From an optimization exercise on the open Yosys and OpenROAD flow, aimed at small area, a short achievable clock period and few clock cycles per item; shortcuts taken in it are not production practice.
Where RTL was checked, it was by simulation tests only, not by an equivalence proof against the original.

==> job 9558 <==
==> flow/design.v (excerpt) <==
module lehmer_random_generator (
  input  logic         clk,
  input  logic         rst_n,
  input  logic         in_tvalid,
  output logic         in_tready,
  input  logic [127:0] in_tdata,
  input  logic [1:0]   in_tuser,
  output logic         out_tvalid,
  input  logic         out_tready,
  output logic [63:0]  out_tdata,
  output logic         out_tuser
);
  localparam logic [30:0] MOD = lrg_pkg::LRG_MOD;
  logic v4;
  logic adv;
  assign adv = !v4 || out_tready;
  assign in_tready = adv;
  logic [1:0]  op;
  logic [31:0] seed_in, lo_in, hi_in;
  logic [30:0] thr_in;
  assign op      = in_tuser;
  assign seed_in = in_tdata[31:0];
  assign thr_in  = in_tdata[62:32];
  assign lo_in   = in_tdata[94:63];
  assign hi_in   = in_tdata[126:95];
  logic [30:0] st;      
  logic        bad, ld_seed, ld_next;
  logic [31:0] mag;
  logic [30:0] seedv;
  logic [30:0] nx;
  logic [30:0] st_nxt;
  assign bad     = $signed(lo_in) > $signed(hi_in);
  ...
==> module lehmer_random_generator, before the edit <==
module lehmer_random_generator (
  input  logic         clk,
  input  logic         rst_n,
  input  logic         in_tvalid,
  output logic         in_tready,
  input  logic [127:0] in_tdata,
  input  logic [1:0]   in_tuser,
  output logic         out_tvalid,
  input  logic         out_tready,
  output logic [63:0]  out_tdata,
  output logic         out_tuser
);
  localparam logic [30:0] MOD = lrg_pkg::LRG_MOD;
  logic v4;
  logic adv;
  assign adv = !v4 || out_tready;
  assign in_tready = adv;
  logic [1:0]  op;
  logic [31:0] seed_in, lo_in, hi_in;
  logic [30:0] thr_in;
  assign op      = in_tuser;
  assign seed_in = in_tdata[31:0];
  assign thr_in  = in_tdata[62:32];
  assign lo_in   = in_tdata[94:63];
  assign hi_in   = in_tdata[126:95];
  logic [30:0] st;      
  logic        bad, ld_seed, ld_next;
  logic [31:0] mag;
  logic [30:0] seedv;
  logic [30:0] nx;
  logic [30:0] st_nxt;
  assign bad     = $signed(lo_in) > $signed(hi_in);
  assign ld_seed = in_tvalid && (op == lrg_pkg::OP_SEED);
  assign ld_next = in_tvalid && (op != lrg_pkg::OP_SEED) && !((op == lrg_pkg::OP_RANGE) && bad);
  assign mag     = seed_in[31] ? (32'd0 - seed_in) : seed_in;
  assign seedv   = (mag >= {1'b0, MOD}) ? 31'(mag - {1'b0, MOD}) : mag[30:0];
  lrg_next u_next (.s(st), .n(nx));
  always_comb begin
    if (ld_seed)      st_nxt = seedv;
    else if (ld_next) st_nxt = nx;
    else              st_nxt = st;
  end
  logic [32:0] span;
  logic [34:0] bx;
  logic [16:0] neg1, one1, two1;
  assign span = {hi_in[31], hi_in} - {lo_in[31], lo_in} + 33'd1;
  assign bx = {1'b0, span, 1'b0};
  always_comb begin
    for (int i = 0; i < 17; i++) begin
      neg1[i] = bx[2*i+2];
      one1[i] = bx[2*i+1] ^ bx[2*i];
      two1[i] = (bx[2*i+2] & ~bx[2*i+1] & ~bx[2*i]) | (~bx[2*i+2] & bx[2*i+1] & bx[2*i]);
    end
  end
  logic        v2;
  logic [1:0]  op2;
  logic        err2;
  logic [16:0] neg2, one2, two2;
  logic [31:0] low2;    
  always_ff @(posedge clk) begin
    if (!rst_n) begin
      st  <= lrg_pkg::LRG_INIT;
      v2  <= 1'b0;
    end else if (adv) begin
      st  <= st_nxt;
      v2  <= in_tvalid;
    end
    if (adv) begin
      op2  <= op;
      err2 <= (op == lrg_pkg::OP_RANGE) && bad;
      neg2 <= neg1;
      one2 <= one1;
      two2 <= two1;
      low2 <= op[0] ? lo_in : {1'b0, thr_in};
    end
  end
  logic [62:0] pa, pb;
  lrg_mul u_mul (.a(st), .neg(neg2), .one(one2), .two(two2), .ca(pa), .cb(pb));
  logic        v3;
  logic        rng3, err3, coin3;
  logic [30:0] st3;
  logic [31:0] low3;
  logic [62:0] pa3, pb3;
  always_ff @(posedge clk) begin
    if (!rst_n) v3 <= 1'b0;
    else if (adv) v3 <= v2;
    if (adv) begin
      rng3  <= (op2 == lrg_pkg::OP_RANGE) && !err2;
      err3  <= err2;
      coin3 <= (op2 == lrg_pkg::OP_BERN) && (st < low2[30:0]);
      st3   <= st;
      low3  <= low2;
      pa3   <= pa;
      pb3   <= pb;
    end
  end
  logic [30:0] lsum;
  logic [61:0] msum;
  logic        cl, ch, ones;
  logic [32:0] r3;
  logic        d1, d2, d3;
  logic [2:0]  k3;
  logic [31:0] hu0;
  assign {cl, lsum} = {1'b0, pa3[30:0]} + {1'b0, pb3[30:0]};
  assign {ch, msum} = {1'b0, pa3[61:0]} + {1'b0, pb3[61:0]};
  assign ones = &(pa3[61:0] ^ pb3[61:0]);
  logic [32:0] ra, rb, rc, rd, rs1, rc1, rs2, rc2;
  always_comb begin
    ra  = {2'b0, pa3[30:0]};
    rb  = {2'b0, pb3[30:0]};
    rc  = {2'b0, pa3[61:31]};
    rd  = {2'b0, pb3[61:31]};
    rs1 = ra ^ rb ^ rc;
    rc1 = {(ra[31:0] & rb[31:0]) | (ra[31:0] & rc[31:0]) | (rb[31:0] & rc[31:0]), 1'b0};
    rs2 = rs1 ^ rc1 ^ rd;
    rc2 = {(rs1[31:0] & rc1[31:0]) | (rs1[31:0] & rd[31:0]) | (rc1[31:0] & rd[31:0]), 1'b0};
  end
  assign r3   = rs2 + rc2;
  assign d1 = &r3[30:0];
  assign d2 = &r3[30:1];
  assign d3 = (&r3[30:2]) & (r3[1] | r3[0]);
  logic        xp, t0, t1, dd0, dd1;
  logic [2:0]  k0, k1;
  assign xp  = pa3[62] ^ pb3[62];
  assign t0  = xp | ones;
  assign t1  = ~xp | ones;
  assign dd0 = t0 ? (cl ? d3 : d2) : (cl ? d2 : d1);
  assign dd1 = t1 ? (cl ? d3 : d2) : (cl ? d2 : d1);
  assign k0  = {2'b0, xp} + {1'b0, r3[32:31]} + {2'b0, dd0};
  assign k1  = {2'b0, ~xp} + {1'b0, r3[32:31]} + {2'b0, dd1} - 3'd1;
  assign k3  = ch ? k1 : k0;
  logic [31:0] hs, hc;
  assign hs  = pa3[62:31] ^ pb3[62:31] ^ low3;
  assign hc  = {(pa3[61:31] & pb3[61:31]) | (pa3[61:31] & low3[30:0]) | (pb3[61:31] & low3[30:0]), 1'b0};
  assign hu0 = hs + hc;
  logic        err4, coin4;
  logic [30:0] st4;
  logic [31:0] hu4;
  logic [1:0]  k4;
  always_ff @(posedge clk) begin
    if (!rst_n) v4 <= 1'b0;
    else if (adv) v4 <= v3;
    if (adv) begin
      err4  <= err3;
      coin4 <= coin3;
      st4   <= st3;
      hu4   <= rng3 ? hu0 : 32'd0;
      k4    <= rng3 ? k3[1:0] : 2'd0;
    end
  end
  logic [31:0] rv;
  assign rv = hu4 + {30'd0, k4};
  assign out_tvalid = v4;
  assign out_tdata  = {rv, coin4, st4};
  assign out_tuser  = err4;
endmodule
==> module lrg_next, before the edit <==
module lrg_next (
  input  logic [30:0] s,
  output logic [30:0] n
);
  localparam logic [30:0] MODV = 31'h7FFF_FFFF;
  logic [30:0] t0, t1, t2, t3, t4, t5;
  assign t0 = {s[14:0], s[30:15]};
  assign t1 = ~{s[16:0], s[30:17]};
  assign t2 = ~{s[20:0], s[30:21]};
  assign t3 = {s[23:0], s[30:24]};
  assign t4 = {s[26:0], s[30:27]};
  assign t5 = ~s;
  logic [30:0] s1, c1, s2, c2, s3, c3, s4, c4, m1, m2, m3, m4;
  always_comb begin
    s1 = t0 ^ t1 ^ t2;
    m1 = (t0 & t1) | (t0 & t2) | (t1 & t2);
    c1 = {m1[29:0], m1[30]};
    s2 = t3 ^ t4 ^ t5;
    m2 = (t3 & t4) | (t3 & t5) | (t4 & t5);
    c2 = {m2[29:0], m2[30]};
    s3 = s1 ^ c1 ^ s2;
    m3 = (s1 & c1) | (s1 & s2) | (c1 & s2);
    c3 = {m3[29:0], m3[30]};
    s4 = s3 ^ c3 ^ c2;
    m4 = (s3 & c3) | (s3 & c2) | (c3 & c2);
    c4 = {m4[29:0], m4[30]};
  end
  logic [30:0] g, p, gg, pp, gn, pn, ci, r;
  always_comb begin
    g  = s4 & c4;
    p  = s4 ^ c4;
    gg = g;
    pp = p;
    for (int d = 1; d < 31; d = d * 2) begin
      gn = gg;
      pn = pp;
      for (int i = d; i < 31; i++) begin
        gn[i] = gg[i] | (pp[i] & gg[i-d]);
        pn[i] = pp[i] & pp[i-d];
      end
      gg = gn;
      pp = pn;
    end
    ci[0] = gg[30];
    for (int i = 1; i < 31; i++) ci[i] = gg[i-1] | (pp[i-1] & gg[30]);
    r = p ^ ci;
  end
  logic zero;
  assign zero = (s == 31'd0) || (s == MODV);
  assign n = r | {31{zero}};
endmodule
clock: 10.0 ns
lec_check: 0
abc_area: 1
cap_margin: 20
core_margin: 2
core_utilization: 55
setup_slack_margin: 4.5
slew_margin: 20
run.sh (not shown) runs the stock make flow with config.mk's settings and CLKGATE_MAP_FILE= SYNTH_SCRIPT=/design/flow/synth_recipe.tcl, a recipe that flattens the netlist after the stock synthesis.
==> inputs of job 2357, as changes to job 9558 <==
--- a/flow/design.v
+++ b/flow/design.v
@@ -1761,6 +1761,7 @@
   assign lo_in   = in_tdata[94:63];
   assign hi_in   = in_tdata[126:95];
   logic [30:0] st;      
+  logic [30:0] stm;     
   logic        bad, ld_seed, ld_next;
   logic [31:0] mag;
   logic [30:0] seedv;
@@ -1803,6 +1804,7 @@
       v2  <= in_tvalid;
     end
     if (adv) begin
+      stm  <= st_nxt;
       op2  <= op;
       err2 <= (op == lrg_pkg::OP_RANGE) && bad;
       neg2 <= neg1;
@@ -1812,7 +1814,7 @@
     end
   end
   logic [62:0] pa, pb;
-  lrg_mul u_mul (.a(st), .neg(neg2), .one(one2), .two(two2), .ca(pa), .cb(pb));
+  lrg_mul u_mul (.a(stm), .neg(neg2), .one(one2), .two(two2), .ca(pa), .cb(pb));
   logic        v3;
   logic        rng3, err3, coin3;
   logic [30:0] st3;
@@ -1824,8 +1826,8 @@
     if (adv) begin
       rng3  <= (op2 == lrg_pkg::OP_RANGE) && !err2;
       err3  <= err2;
-      coin3 <= (op2 == lrg_pkg::OP_BERN) && (st < low2[30:0]);
-      st3   <= st;
+      coin3 <= (op2 == lrg_pkg::OP_BERN) && (stm < low2[30:0]);
+      st3   <= stm;
       low3  <= low2;
       pa3   <= pa;
       pb3   <= pb;
@@ -1833,44 +1835,26 @@
   end
   logic [30:0] lsum;
   logic [61:0] msum;
-  logic        cl, ch, ones;
+  logic        cl, ch, x62, ones, t3;
   logic [32:0] r3;
-  logic        d1, d2, d3;
+  logic        d1, d2, d3, dd;
+  logic [1:0]  j3;
   logic [2:0]  k3;
   logic [31:0] hu0;
   assign {cl, lsum} = {1'b0, pa3[30:0]} + {1'b0, pb3[30:0]};
   assign {ch, msum} = {1'b0, pa3[61:0]} + {1'b0, pb3[61:0]};
+  assign x62  = pa3[62] ^ pb3[62] ^ ch;
   assign ones = &(pa3[61:0] ^ pb3[61:0]);
-  logic [32:0] ra, rb, rc, rd, rs1, rc1, rs2, rc2;
-  always_comb begin
-    ra  = {2'b0, pa3[30:0]};
-    rb  = {2'b0, pb3[30:0]};
-    rc  = {2'b0, pa3[61:31]};
-    rd  = {2'b0, pb3[61:31]};
-    rs1 = ra ^ rb ^ rc;
-    rc1 = {(ra[31:0] & rb[31:0]) | (ra[31:0] & rc[31:0]) | (rb[31:0] & rc[31:0]), 1'b0};
-    rs2 = rs1 ^ rc1 ^ rd;
-    rc2 = {(rs1[31:0] & rc1[31:0]) | (rs1[31:0] & rd[31:0]) | (rc1[31:0] & rd[31:0]), 1'b0};
-  end
-  assign r3   = rs2 + rc2;
+  assign t3   = x62 | ones;
+  assign r3   = {2'b0, pa3[30:0]} + {2'b0, pb3[30:0]} + {2'b0, pa3[61:31]} + {2'b0, pb3[61:31]};
   assign d1 = &r3[30:0];
   assign d2 = &r3[30:1];
   assign d3 = (&r3[30:2]) & (r3[1] | r3[0]);
-  logic        xp, t0, t1, dd0, dd1;
-  logic [2:0]  k0, k1;
-  assign xp  = pa3[62] ^ pb3[62];
-  assign t0  = xp | ones;
-  assign t1  = ~xp | ones;
-  assign dd0 = t0 ? (cl ? d3 : d2) : (cl ? d2 : d1);
-  assign dd1 = t1 ? (cl ? d3 : d2) : (cl ? d2 : d1);
-  assign k0  = {2'b0, xp} + {1'b0, r3[32:31]} + {2'b0, dd0};
-  assign k1  = {2'b0, ~xp} + {1'b0, r3[32:31]} + {2'b0, dd1} - 3'd1;
-  assign k3  = ch ? k1 : k0;
-  logic [31:0] hs, hc;
-  assign hs  = pa3[62:31] ^ pb3[62:31] ^ low3;
-  assign hc  = {(pa3[61:31] & pb3[61:31]) | (pa3[61:31] & low3[30:0]) | (pb3[61:31] & low3[30:0]), 1'b0};
-  assign hu0 = hs + hc;
-  logic        err4, coin4;
+  assign j3 = {1'b0, cl} + {1'b0, t3};
+  assign dd = (j3 == 2'd0) ? d1 : ((j3 == 2'd1) ? d2 : d3);
+  assign k3 = {2'b0, x62} + {1'b0, r3[32:31]} + {2'b0, dd} - {2'b0, ch};
+  assign hu0 = pa3[62:31] + pb3[62:31] + low3;
+  logic        err4, coin4, rng4;
   logic [30:0] st4;
   logic [31:0] hu4;
   logic [1:0]  k4;
@@ -1880,15 +1864,16 @@
     if (adv) begin
       err4  <= err3;
       coin4 <= coin3;
+      rng4  <= rng3;
       st4   <= st3;
-      hu4   <= rng3 ? hu0 : 32'd0;
-      k4    <= rng3 ? k3[1:0] : 2'd0;
+      hu4   <= hu0;
+      k4    <= k3[1:0];
     end
   end
   logic [31:0] rv;
   assign rv = hu4 + {30'd0, k4};
   assign out_tvalid = v4;
-  assign out_tdata  = {rv, coin4, st4};
+  assign out_tdata  = {rng4 ? rv : 32'd0, coin4, st4};
   assign out_tuser  = err4;
 endmodule
 module lrg_next (
--- a/flow/config.mk
+++ b/flow/config.mk
@@ -5,9 +5,8 @@
 export SDC_FILE = /design/flow/constraint.sdc
 export NUM_CORES = 4
 export LEC_CHECK = 0
-export ABC_AREA = 1
 export CAP_MARGIN = 20
 export CORE_MARGIN = 2
-export CORE_UTILIZATION = 55
-export SETUP_SLACK_MARGIN = 4.5
+export CORE_UTILIZATION = 40
+export SETUP_SLACK_MARGIN = 5
 export SLEW_MARGIN = 20
==> inputs of job 6576, as changes to job 9558 <==
--- a/flow/design.v
+++ b/flow/design.v
@@ -1748,40 +1748,42 @@
   output logic         out_tuser
 );
   localparam logic [30:0] MOD = lrg_pkg::LRG_MOD;
-  logic v4;
+  logic vo;
   logic adv;
-  assign adv = !v4 || out_tready;
+  assign adv = !vo || out_tready;
   assign in_tready = adv;
-  logic [1:0]  op;
-  logic [31:0] seed_in, lo_in, hi_in;
-  logic [30:0] thr_in;
-  assign op      = in_tuser;
-  assign seed_in = in_tdata[31:0];
-  assign thr_in  = in_tdata[62:32];
-  assign lo_in   = in_tdata[94:63];
-  assign hi_in   = in_tdata[126:95];
-  logic [30:0] st;      
-  logic        bad, ld_seed, ld_next;
+  logic        v1;
+  logic [1:0]  op1;
+  logic [31:0] x1;    
+  logic [31:0] y1;    
+  always_ff @(posedge clk) begin
+    if (!rst_n) v1 <= 1'b0;
+    else if (adv) v1 <= in_tvalid;
+    if (adv) begin
+      op1 <= in_tuser;
+      x1  <= in_tuser[0] ? in_tdata[94:63] : (in_tuser[1] ? {1'b0, in_tdata[62:32]} : in_tdata[31:0]);
+      y1  <= in_tdata[126:95];
+    end
+  end
+  logic [30:0] st;
+  logic        bad1, adv_st;
   logic [31:0] mag;
   logic [30:0] seedv;
   logic [30:0] nx;
-  logic [30:0] st_nxt;
-  assign bad     = $signed(lo_in) > $signed(hi_in);
-  assign ld_seed = in_tvalid && (op == lrg_pkg::OP_SEED);
-  assign ld_next = in_tvalid && (op != lrg_pkg::OP_SEED) && !((op == lrg_pkg::OP_RANGE) && bad);
-  assign mag     = seed_in[31] ? (32'd0 - seed_in) : seed_in;
-  assign seedv   = (mag >= {1'b0, MOD}) ? 31'(mag - {1'b0, MOD}) : mag[30:0];
+  assign bad1   = $signed(x1) > $signed(y1);
+  assign adv_st = (op1 != lrg_pkg::OP_SEED) && !((op1 == lrg_pkg::OP_RANGE) && bad1);
+  assign mag    = x1[31] ? (32'd0 - x1) : x1;
+  assign seedv  = (mag >= {1'b0, MOD}) ? 31'(mag - {1'b0, MOD}) : mag[30:0];
   lrg_next u_next (.s(st), .n(nx));
-  always_comb begin
-    if (ld_seed)      st_nxt = seedv;
-    else if (ld_next) st_nxt = nx;
-    else              st_nxt = st;
-  end
-  logic [32:0] span;
+  logic        v2;
+  logic [1:0]  op2;
+  logic        err2;
+  logic [32:0] span1;
   logic [34:0] bx;
   logic [16:0] neg1, one1, two1;
-  assign span = {hi_in[31], hi_in} - {lo_in[31], lo_in} + 33'd1;
-  assign bx = {1'b0, span, 1'b0};
+  logic [16:0] neg2, one2, two2;
+  assign span1 = {y1[31], y1} - {x1[31], x1} + 33'd1;
+  assign bx = {1'b0, span1, 1'b0};
   always_comb begin
     for (int i = 0; i < 17; i++) begin
       neg1[i] = bx[2*i+2];
@@ -1789,26 +1791,25 @@
       two1[i] = (bx[2*i+2] & ~bx[2*i+1] & ~bx[2*i]) | (~bx[2*i+2] & bx[2*i+1] & bx[2*i]);
     end
   end
-  logic        v2;
-  logic [1:0]  op2;
-  logic        err2;
-  logic [16:0] neg2, one2, two2;
-  logic [31:0] low2;    
+  logic [31:0] low2;
   always_ff @(posedge clk) begin
     if (!rst_n) begin
-      st  <= lrg_pkg::LRG_INIT;
-      v2  <= 1'b0;
+      st <= lrg_pkg::LRG_INIT;
+      v2 <= 1'b0;
     end else if (adv) begin
-      st  <= st_nxt;
-      v2  <= in_tvalid;
+      v2 <= v1;
+      if (v1) begin
+        if (op1 == lrg_pkg::OP_SEED) st <= seedv;
+        else if (adv_st) st <= nx;
+      end
     end
     if (adv) begin
-      op2  <= op;
-      err2 <= (op == lrg_pkg::OP_RANGE) && bad;
-      neg2 <= neg1;
-      one2 <= one1;
-      two2 <= two1;
-      low2 <= op[0] ? lo_in : {1'b0, thr_in};
+      op2   <= op1;
+      err2  <= (op1 == lrg_pkg::OP_RANGE) && bad1;
+      neg2  <= neg1;
+      one2  <= one1;
+      two2  <= two1;
+      low2  <= x1;
     end
   end
   logic [62:0] pa, pb;
@@ -1831,71 +1832,33 @@
       pb3   <= pb;
     end
   end
-  logic [30:0] lsum;
-  logic [61:0] msum;
-  logic        cl, ch, ones;
-  logic [32:0] r3;
-  logic        d1, d2, d3;
-  logic [2:0]  k3;
-  logic [31:0] hu0;
-  assign {cl, lsum} = {1'b0, pa3[30:0]} + {1'b0, pb3[30:0]};
-  assign {ch, msum} = {1'b0, pa3[61:0]} + {1'b0, pb3[61:0]};
-  assign ones = &(pa3[61:0] ^ pb3[61:0]);
-  logic [32:0] ra, rb, rc, rd, rs1, rc1, rs2, rc2;
-  always_comb begin
-    ra  = {2'b0, pa3[30:0]};
-    rb  = {2'b0, pb3[30:0]};
-    rc  = {2'b0, pa3[61:31]};
-    rd  = {2'b0, pb3[61:31]};
-    rs1 = ra ^ rb ^ rc;
-    rc1 = {(ra[31:0] & rb[31:0]) | (ra[31:0] & rc[31:0]) | (rb[31:0] & rc[31:0]), 1'b0};
-    rs2 = rs1 ^ rc1 ^ rd;
-    rc2 = {(rs1[31:0] & rc1[31:0]) | (rs1[31:0] & rd[31:0]) | (rc1[31:0] & rd[31:0]), 1'b0};
-  end
-  assign r3   = rs2 + rc2;
-  assign d1 = &r3[30:0];
-  assign d2 = &r3[30:1];
-  assign d3 = (&r3[30:2]) & (r3[1] | r3[0]);
-  logic        xp, t0, t1, dd0, dd1;
-  logic [2:0]  k0, k1;
-  assign xp  = pa3[62] ^ pb3[62];
-  assign t0  = xp | ones;
-  assign t1  = ~xp | ones;
-  assign dd0 = t0 ? (cl ? d3 : d2) : (cl ? d2 : d1);
-  assign dd1 = t1 ? (cl ? d3 : d2) : (cl ? d2 : d1);
-  assign k0  = {2'b0, xp} + {1'b0, r3[32:31]} + {2'b0, dd0};
-  assign k1  = {2'b0, ~xp} + {1'b0, r3[32:31]} + {2'b0, dd1} - 3'd1;
-  assign k3  = ch ? k1 : k0;
-  logic [31:0] hs, hc;
-  assign hs  = pa3[62:31] ^ pb3[62:31] ^ low3;
-  assign hc  = {(pa3[61:31] & pb3[61:31]) | (pa3[61:31] & low3[30:0]) | (pb3[61:31] & low3[30:0]), 1'b0};
-  assign hu0 = hs + hc;
-  logic        err4, coin4;
-  logic [30:0] st4;
-  logic [31:0] hu4;
-  logic [1:0]  k4;
+  logic [62:0] x3;
+  logic        t3, c3;
+  logic [31:0] hl3;
+  logic [31:0] rv3;
+  assign x3  = pa3 + pb3;
+  assign t3  = x3[62] | (&x3[61:0]);
+  logic [31:0] lsum;
+  assign lsum = {1'b0, x3[30:0]} + {1'b0, x3[61:31]} + 32'd1 + {31'd0, t3};
+  assign c3  = lsum[31];
+  assign hl3 = x3[62:31] + low3 + {31'd0, t3};
+  assign rv3 = c3 ? (hl3 + 32'd1) : hl3;
+  logic [64:0] res;
+  assign res = {err3, rng3 ? rv3 : 32'd0, coin3, st3};
+  logic [64:0] od;
   always_ff @(posedge clk) begin
-    if (!rst_n) v4 <= 1'b0;
-    else if (adv) v4 <= v3;
-    if (adv) begin
-      err4  <= err3;
-      coin4 <= coin3;
-      st4   <= st3;
-      hu4   <= rng3 ? hu0 : 32'd0;
-      k4    <= rng3 ? k3[1:0] : 2'd0;
-    end
-  end
-  logic [31:0] rv;
-  assign rv = hu4 + {30'd0, k4};
-  assign out_tvalid = v4;
-  assign out_tdata  = {rv, coin4, st4};
-  assign out_tuser  = err4;
+    if (!rst_n) vo <= 1'b0;
+    else if (adv) vo <= v3;
+    if (adv) od <= res;
+  end
+  assign out_tvalid = vo;
+  assign out_tdata  = od[63:0];
+  assign out_tuser  = od[64];
 endmodule
 module lrg_next (
   input  logic [30:0] s,
   output logic [30:0] n
 );
-  localparam logic [30:0] MODV = 31'h7FFF_FFFF;
   logic [30:0] t0, t1, t2, t3, t4, t5;
   assign t0 = {s[14:0], s[30:15]};
   assign t1 = ~{s[16:0], s[30:17]};
@@ -1918,27 +1881,13 @@
     m4 = (s3 & c3) | (s3 & c2) | (c3 & c2);
     c4 = {m4[29:0], m4[30]};
   end
-  logic [30:0] g, p, gg, pp, gn, pn, ci, r;
-  always_comb begin
-    g  = s4 & c4;
-    p  = s4 ^ c4;
-    gg = g;
-    pp = p;
-    for (int d = 1; d < 31; d = d * 2) begin
-      gn = gg;
-      pn = pp;
-      for (int i = d; i < 31; i++) begin
-        gn[i] = gg[i] | (pp[i] & gg[i-d]);
-        pn[i] = pp[i] & pp[i-d];
-      end
-      gg = gn;
-      pp = pn;
-    end
-    ci[0] = gg[30];
-    for (int i = 1; i < 31; i++) ci[i] = gg[i-1] | (pp[i-1] & gg[30]);
-    r = p ^ ci;
-  end
+  logic [31:0] sum0, sum1;
+  logic [30:0] r;
+  assign sum0 = {1'b0, s4} + {1'b0, c4};
+  assign sum1 = {1'b0, s4} + {1'b0, c4} + 32'd1;
+  assign r    = sum0[31] ? sum1[30:0] : sum0[30:0];
+  localparam logic [30:0] MODV = 31'h7FFF_FFFF;
   logic zero;
   assign zero = (s == 31'd0) || (s == MODV);
-  assign n = r | {31{zero}};
+  assign n = zero ? MODV : r;
 endmodule
--- a/flow/config.mk
+++ b/flow/config.mk
@@ -5,9 +5,7 @@
 export SDC_FILE = /design/flow/constraint.sdc
 export NUM_CORES = 4
 export LEC_CHECK = 0
-export ABC_AREA = 1
 export CAP_MARGIN = 20
 export CORE_MARGIN = 2
-export CORE_UTILIZATION = 55
-export SETUP_SLACK_MARGIN = 4.5
+export CORE_UTILIZATION = 40
 export SLEW_MARGIN = 20
==> notes.md <==
- The flow ran to the end and the layout has no timing, DRC or antenna violations.
- Maximum number of pins on one net before global-route repair: 120
* Resized Gates After CTS: 378
* Worst R2R Path Depth: 23
- Crit path to: k4[0]
* Setup slack after placement: 3310 ps
- Number of synthesized register bits: 409
* Crit path max fanout: 2
* Met1 routing resource usage after global routing: 37.9%
- Measured on the final layout, the clock distribution area share stands at 2.95%.
-- figures above: job 2357

==> notes.md <==
- In this run the worst setup path terminates at od[63].
- OpenSTA, run right after detailed placement, puts the worst setup slack at 1290 ps.
* Worst Hold Endpoint: od[8]
- In the final layout, clock buffers and inverters account for 2.86% of the cell area.
- Worst R2R Path Depth: 27
- Met1 routing resource usage after global routing: 35.4%
* Resized Gates After CTS: 0
- Number of synthesized register bits: 442
- Status: finished clean
-- figures above: job 6576

==> notes.md <==
- Wire per inst: 26.4 µm
* Resized Gates After CTS: 36
* Setup slack after placement: 3940 ps
- The synthesized design contains 377 register bits.
- Met1 routing resource usage after global routing: 47.6%
* Crit path to: pa3[29]
* Multi-input logic area: 0.0359 mm²
- Crit path max fanout: 24
- The run finished with no timing, DRC or antenna violations.
- Of all the cell area in the finished design, the clock network holds 2.67%.
-- figures above: job 9558

Testbench counts of job 9558, summed over its fixed seeds: cycles 8,024, items 8,000.
Testbench counts of job 2357, summed over its fixed seeds: cycles 8,024, items 8,000.
Function not checked in job 6576: the RTL went through the layout flow alone.

-- static timing again, ports no longer ideal --
How much do the figures lean on ideal ports? The routed layouts below were timed once more, with nothing changed but the port constraints.
Step 1, drivers: a clkbuf_16 drives clk and a buf_2 each remaining input, both assumed.
Step 2 adds t to the input delays and takes it off the output delays; t is the mean of the earliest and latest rising clock arrival at the registers after step 1. Input paths then give back, and output paths get back, about the clock's delay inside the block.
Slacks: ideal / step 1 / step 2; pairs: ideal / step 1.
run	shift t [ns]	setup WS [ns]	hold slack, ns	slew at the worst register clock pin (ns)
job 9558	0.689	4.510 / 4.510 / 4.225	0.416 / 0.416 / 0.416	0.07 / 0.07
job 2357	0.742	4.245 / 4.245 / 4.245	0.419 / 0.419 / 0.419	0.07 / 0.07
job 6576	0.701	1.299 / 1.299 / 1.299	0.413 / 0.413 / 0.413	0.07 / 0.07
After both steps every run listed still meets setup and hold. For job 9558, which loses most, drivers alone change the setup slack by 0.000 ns; drivers and shift together by -0.285 ns.
